This is an optimization exercise on Yosys and OpenROAD, whose aim is small area, a short achievable clock period and few clock cycles per item, not a production implementation. The RTL was checked by simulation tests, not by an equivalence proof against the original design. Power figures rest on the tool's default switching activity, not on a simulated workload.

## run A
## ldpc_dec_top
module ldpc_dec_top (
  input  logic         clk,
  input  logic         rst,
  input  logic         cyc,
  input  logic         stb,
  input  logic         we,
  input  logic [7:0]   adr,
  input  logic [31:0]  dat_w,
  output logic [31:0]  dat_r,
  output logic         ack
);
==> module ldpc_dec_top, before the edit <==
module ldpc_dec_top (
  input  logic         clk,
  input  logic         rst,
  input  logic         cyc,
  input  logic         stb,
  input  logic         we,
  input  logic [7:0]   adr,
  input  logic [31:0]  dat_w,
  output logic [31:0]  dat_r,
  output logic         ack
);
  localparam int NW   = 20;
  localparam int ND   = 18;
  localparam int NG   = 2;              
  localparam int GS   = ND / NG;        
  localparam int PIPE = 1;              
  logic [7:0]     w [NW];
  logic           ready, run;
  logic [GS:0]    ring;                 
  logic [GS-1:0]  rph;                  
  logic [GS-1:0]  wph;                  
  logic           wlast;                
  logic           req, wr, lo_ok, is_stat, go;
  logic [NW-1:0]  asel, sel;
  logic [7:0]     gm [NG];
  logic [7:0]     gq [NG];
  logic [7:0]     gf [NG];
  logic [7:0]     rw, rd;
  assign req     = cyc & stb;
  assign ack     = req;
  assign wr      = req & we;
  assign is_stat = adr == 8'h41;
  assign go      = wr & (adr == 8'h40) & dat_w[0];
  assign lo_ok = (adr[7:5] == 3'b000) & ~run;
  always_comb begin
    for (int i = 0; i < NW; i++)
      asel[i] = lo_ok & (adr[4:0] == 5'(i));
  end
  assign rph   = ring[GS-1:0];
  assign wph   = ring[GS:1];
  assign wlast = ring[GS];
  always_comb begin
    for (int i = 0; i < NW; i++)
      sel[i] = asel[i] | ((i < ND) ? rph[i % GS] : 1'b0);
  end
  always_comb begin
    rw = '0;
    for (int g = 0; g < NG; g++) begin
      gm[g] = '0;
      for (int j = 0; j < GS; j++)
        gm[g] = gm[g] | ({8{sel[g*GS+j]}} & w[g*GS+j]);
      rw = rw | gm[g];
    end
    for (int i = ND; i < NW; i++)
      rw = rw | ({8{sel[i]}} & w[i]);
  end
  for (genvar g = 0; g < NG; g++) begin : g_unit
    if (PIPE) begin : g_pipe
      always_ff @(posedge clk) gq[g] <= gm[g];
    end else begin : g_comb
      assign gq[g] = gm[g];
    end
    ldpc_fdec u_f (.x(gq[g]), .y(gf[g]));
  end
  assign rd    = rw & {8{~run}};
  assign dat_r = {{24{rd[7]}}, rd[7:1], rd[0] | (is_stat & (ready | wlast))};
  always_ff @(posedge clk) begin
    for (int i = 0; i < NW; i++) begin
      if (i < ND && run) begin
        if (wph[i % GS])
          w[i] <= gf[i / GS];
      end else if (wr && asel[i]) begin
        w[i] <= dat_w[7:0];
      end
    end
  end
  always_ff @(posedge clk) begin
    if (rst) begin
      run   <= 1'b0;
      ready <= 1'b0;
      ring  <= '0;
    end else if (run) begin
      ring <= ring << 1;
      if (wlast) begin
        run   <= 1'b0;
        ready <= 1'b1;
      end
    end else if (go) begin
      run   <= 1'b1;
      ready <= 1'b0;
      ring  <= (GS+1)'(1);
    end else if (wr && asel != '0) begin
      ready <= 1'b0;
    end
  end
endmodule
make LEC_CHECK=0 ABC_AREA=1 CAP_MARGIN=20 CORE_MARGIN=2 CORE_UTILIZATION=50 CTS_BUF_LIST='sky130_fd_sc_hd__clkbuf_4 sky130_fd_sc_hd__clkbuf_8' SETUP_SLACK_MARGIN=1.5 SLEW_MARGIN=20 finish   # period 4.0 ns
run.sh (not shown) runs the stock make flow with config.mk's settings and CLKGATE_MAP_FILE= SYNTH_SCRIPT=/design/flow/synth_recipe.tcl, a recipe that flattens the netlist after the stock synthesis.
Run A went all the way through synthesis, placement and routing and the layout is clean on timing, DRC and antenna.
Testbench counts of run A, summed over its fixed seeds: cycles 3,008, items 64.
The following lists how run B was set up differently from run A:
--- a/flow/design.v
+++ b/flow/design.v
@@ -351,7 +351,7 @@
     for (int i = 0; i < NW; i++)
       asel[i] = lo_ok & (adr[4:0] == 5'(i));
   end
-  assign rph   = ring[GS-1:0];
+  assign rph   = ring[GS-1:0] | GS'(go);
   assign wph   = ring[GS:1];
   assign wlast = ring[GS];
   always_comb begin
@@ -403,7 +403,7 @@
     end else if (go) begin
       run   <= 1'b1;
       ready <= 1'b0;
-      ring  <= (GS+1)'(1);
+      ring  <= (GS+1)'(2);   
     end else if (wr && asel != '0) begin
       ready <= 1'b0;
     end
### Flow results
Summary of run B over run A: number of sequential cells -1, final routed wirelength across all metal layers lower, share of power burned in combinational logic increased by 0.3 points relative to the old numbers, post-synthesis sequential area ratio closely matched the old numbers, first-iteration DRC count fell about 1.4%.
Run B — post-route cell area about 0.7% higher, run A as reference
The clock-pin slew on the worst setup and hold paths on run B is in line with that on run A.
Delay contributed by the slowest stage of the critical path: lower on run A
Run B: met1 wire length about 2.3% below run A
Testbench counts of run B, summed over its fixed seeds: cycles 2,944, items 64.

* * *

Setup of maple:
ldpc_dec_top, a different RTL version from the one above (not shown whole).
For scale: roughly 78 I/O pins, ~0.0097 sq mm of cells after synthesis.
==> module ldpc_dec_top, before the edit <==
module ldpc_dec_top (
  input  logic         clk,
  input  logic         rst,
  input  logic         cyc,
  input  logic         stb,
  input  logic         we,
  input  logic [7:0]   adr,
  input  logic [31:0]  dat_w,
  output logic [31:0]  dat_r,
  output logic         ack
);
  localparam int NW   = 20;
  localparam int ND   = 18;
  localparam int NG   = 2;              
  localparam int GS   = ND / NG;        
  localparam int PIPE = 1;              
  logic [7:0]     w [NW];
  logic           ready, run;
  logic [GS:0]    ring;                 
  logic [GS-1:0]  rph;                  
  logic [GS-1:0]  wph;                  
  logic           wlast;                
  logic           req, wr, in_win, is_stat, go;
  logic [NW-1:0]  asel, sel;
  logic [7:0]     gm [NG];
  logic [7:0]     gq [NG];
  logic [7:0]     gf [NG];
  logic [7:0]     rw, rd;
  assign req     = cyc & stb;
  assign ack     = req;
  assign wr      = req & we;
  assign is_stat = adr == 8'h41;
  assign go      = wr & (adr == 8'h40) & dat_w[0];
  logic [3:0] p;   
  logic [4:0] q;   
  logic       hi0;
  always_comb begin
    for (int j = 0; j < 4; j++)
      p[j] = ~run & (adr[1:0] == 2'(j));
    for (int k = 0; k < 5; k++)
      q[k] = adr[4:2] == 3'(k);
    for (int i = 0; i < NW; i++)
      asel[i] = p[i % 4] & q[i / 4];
  end
  assign hi0    = adr[7:5] == 3'b000;
  assign in_win = hi0 & (adr[4:2] <= 3'd4);
  assign rph   = ring[GS-1:0];
  assign wph   = ring[GS:1];
  assign wlast = ring[GS];
  always_comb begin
    for (int i = 0; i < NW; i++)
      sel[i] = asel[i] | ((i < ND) ? rph[i % GS] : 1'b0);
  end
  always_comb begin
    rw = '0;
    for (int g = 0; g < NG; g++) begin
      gm[g] = '0;
      for (int j = 0; j < GS; j++)
        gm[g] = gm[g] | ({8{sel[g*GS+j]}} & w[g*GS+j]);
      rw = rw | gm[g];
    end
    for (int i = ND; i < NW; i++)
      rw = rw | ({8{sel[i]}} & w[i]);
  end
  for (genvar g = 0; g < NG; g++) begin : g_unit
    if (PIPE) begin : g_pipe
      always_ff @(posedge clk) gq[g] <= gm[g];
    end else begin : g_comb
      assign gq[g] = gm[g];
    end
    ldpc_fdec u_f (.x(gq[g]), .y(gf[g]));
  end
  assign rd    = rw;
  assign dat_r = in_win ? {{24{rd[7]}}, rd} : {31'b0, is_stat & (ready | wlast)};
  always_ff @(posedge clk) begin
    for (int i = 0; i < NW; i++) begin
      if (i < ND && run) begin
        if (wph[i % GS])
          w[i] <= gf[i / GS];
      end else if (wr && hi0 && asel[i]) begin
        w[i] <= dat_w[7:0];
      end
    end
  end
  always_ff @(posedge clk) begin
    if (rst) begin
      run   <= 1'b0;
      ready <= 1'b0;
      ring  <= '0;
    end else if (run) begin
      ring <= ring << 1;
      if (wlast) begin
        run   <= 1'b0;
        ready <= 1'b1;
      end
    end else if (go) begin
      run   <= 1'b1;
      ready <= 1'b0;
      ring  <= (GS+1)'(1);
    end else if (wr && in_win) begin
      ready <= 1'b0;
    end
  end
endmodule
==> flow/config.mk <==
export PLATFORM = sky130hd
export DESIGN_NAME = ldpc_dec_top
export DESIGN_NICKNAME = ldpc_dec_top
export VERILOG_FILES = /design/flow/design.v
export SDC_FILE = /design/flow/constraint.sdc
export NUM_CORES = 4
export LEC_CHECK = 0
export ABC_AREA = 1
export CAP_MARGIN = 20
export CORE_MARGIN = 2
export CORE_UTILIZATION = 50
export CTS_BUF_LIST = sky130_fd_sc_hd__clkbuf_4 sky130_fd_sc_hd__clkbuf_8
export SETUP_SLACK_MARGIN = 1.5
export SLEW_MARGIN = 20
==> flow/constraint.sdc <==
create_clock -name core_clock -period 4.0 [get_ports {clk}]
set_input_delay 0.8000 -clock core_clock [delete_from_list [all_inputs] [get_ports {clk}]]
set_output_delay 0.8000 -clock core_clock [all_outputs]
set_load 0.01 [all_outputs]
maple finished every stage and its layout cleared the timing, DRC and antenna checks.
Testbench counts of maple, summed over its fixed seeds: cycles 3,008, items 64.
Edits applied to the flow inputs when going from maple to zinc:
--- a/flow/design.v
+++ b/flow/design.v
@@ -360,5 +360,5 @@
   assign hi0    = adr[7:5] == 3'b000;
   assign in_win = hi0 & (adr[4:2] <= 3'd4);
-  assign rph   = ring[GS-1:0];
+  assign rph   = ring[GS-1:0] | GS'(go);
   assign wph   = ring[GS:1];
   assign wlast = ring[GS];
@@ -412,5 +412,5 @@
       run   <= 1'b1;
       ready <= 1'b0;
-      ring  <= (GS+1)'(1);
+      ring  <= (GS+1)'(2);   
     end else if (wr && in_win) begin
       ready <= 1'b0;
Results
The via count of zinc was inferior to that of maple.
Changes observed in zinc relative to maple: portion of total power attributed to combinational logic decreased by 0.7 points relative to the old numbers; area added between synthesis and finish shows a reduction of 3.2 points; global-route wire length before repair has increased.
When the final numbers for maple and zinc were put side by side, the share of total power in the clock network turned out to be greater in zinc.
Delta (zinc minus maple): starting density of the core climbed 0.57 points; post-cts gate resize count rose 19; arithmetic-cell share of the synthesized area counting full adders, half adders and majority gates saw little to no change; cell area after layout was more or less identical.
Testbench counts of zinc, summed over its fixed seeds: cycles 2,944, items 64.

-- what the ideal ports hide --
The flow's constraints put no driver on any port. The routed layouts listed below were extracted and timed again, unchanged, in two steps.
Step 1 assumes that a clkbuf_16 drives the clock port and a buf_2 every other input.
Step 2 also shifts input and output timing later by t, the mid clock arrival at the registers, as if the neighbouring blocks saw the same clock.
a / b / c = no drivers / after step 1 / after step 2; a / b = the first two.
run | t (ns) | setup WS [ns] | worst hold slack (ns)
run A | 0.501 | 0.634 / 0.575 / 0.575 | 0.465 / 0.465 / 0.465
run B | 0.485 | 0.611 / 0.574 / 0.574 | 0.488 / 0.488 / 0.488
maple | 0.487 | 0.637 / 0.601 / 0.601 | 0.473 / 0.473 / 0.473
zinc | 0.512 | 0.601 / 0.566 / 0.566 | 0.479 / 0.479 / 0.479
After both steps setup and hold are still met in every run listed. The setup slack of run A, which loses most, moves by -0.059 ns with the drivers and by -0.059 ns with both steps.
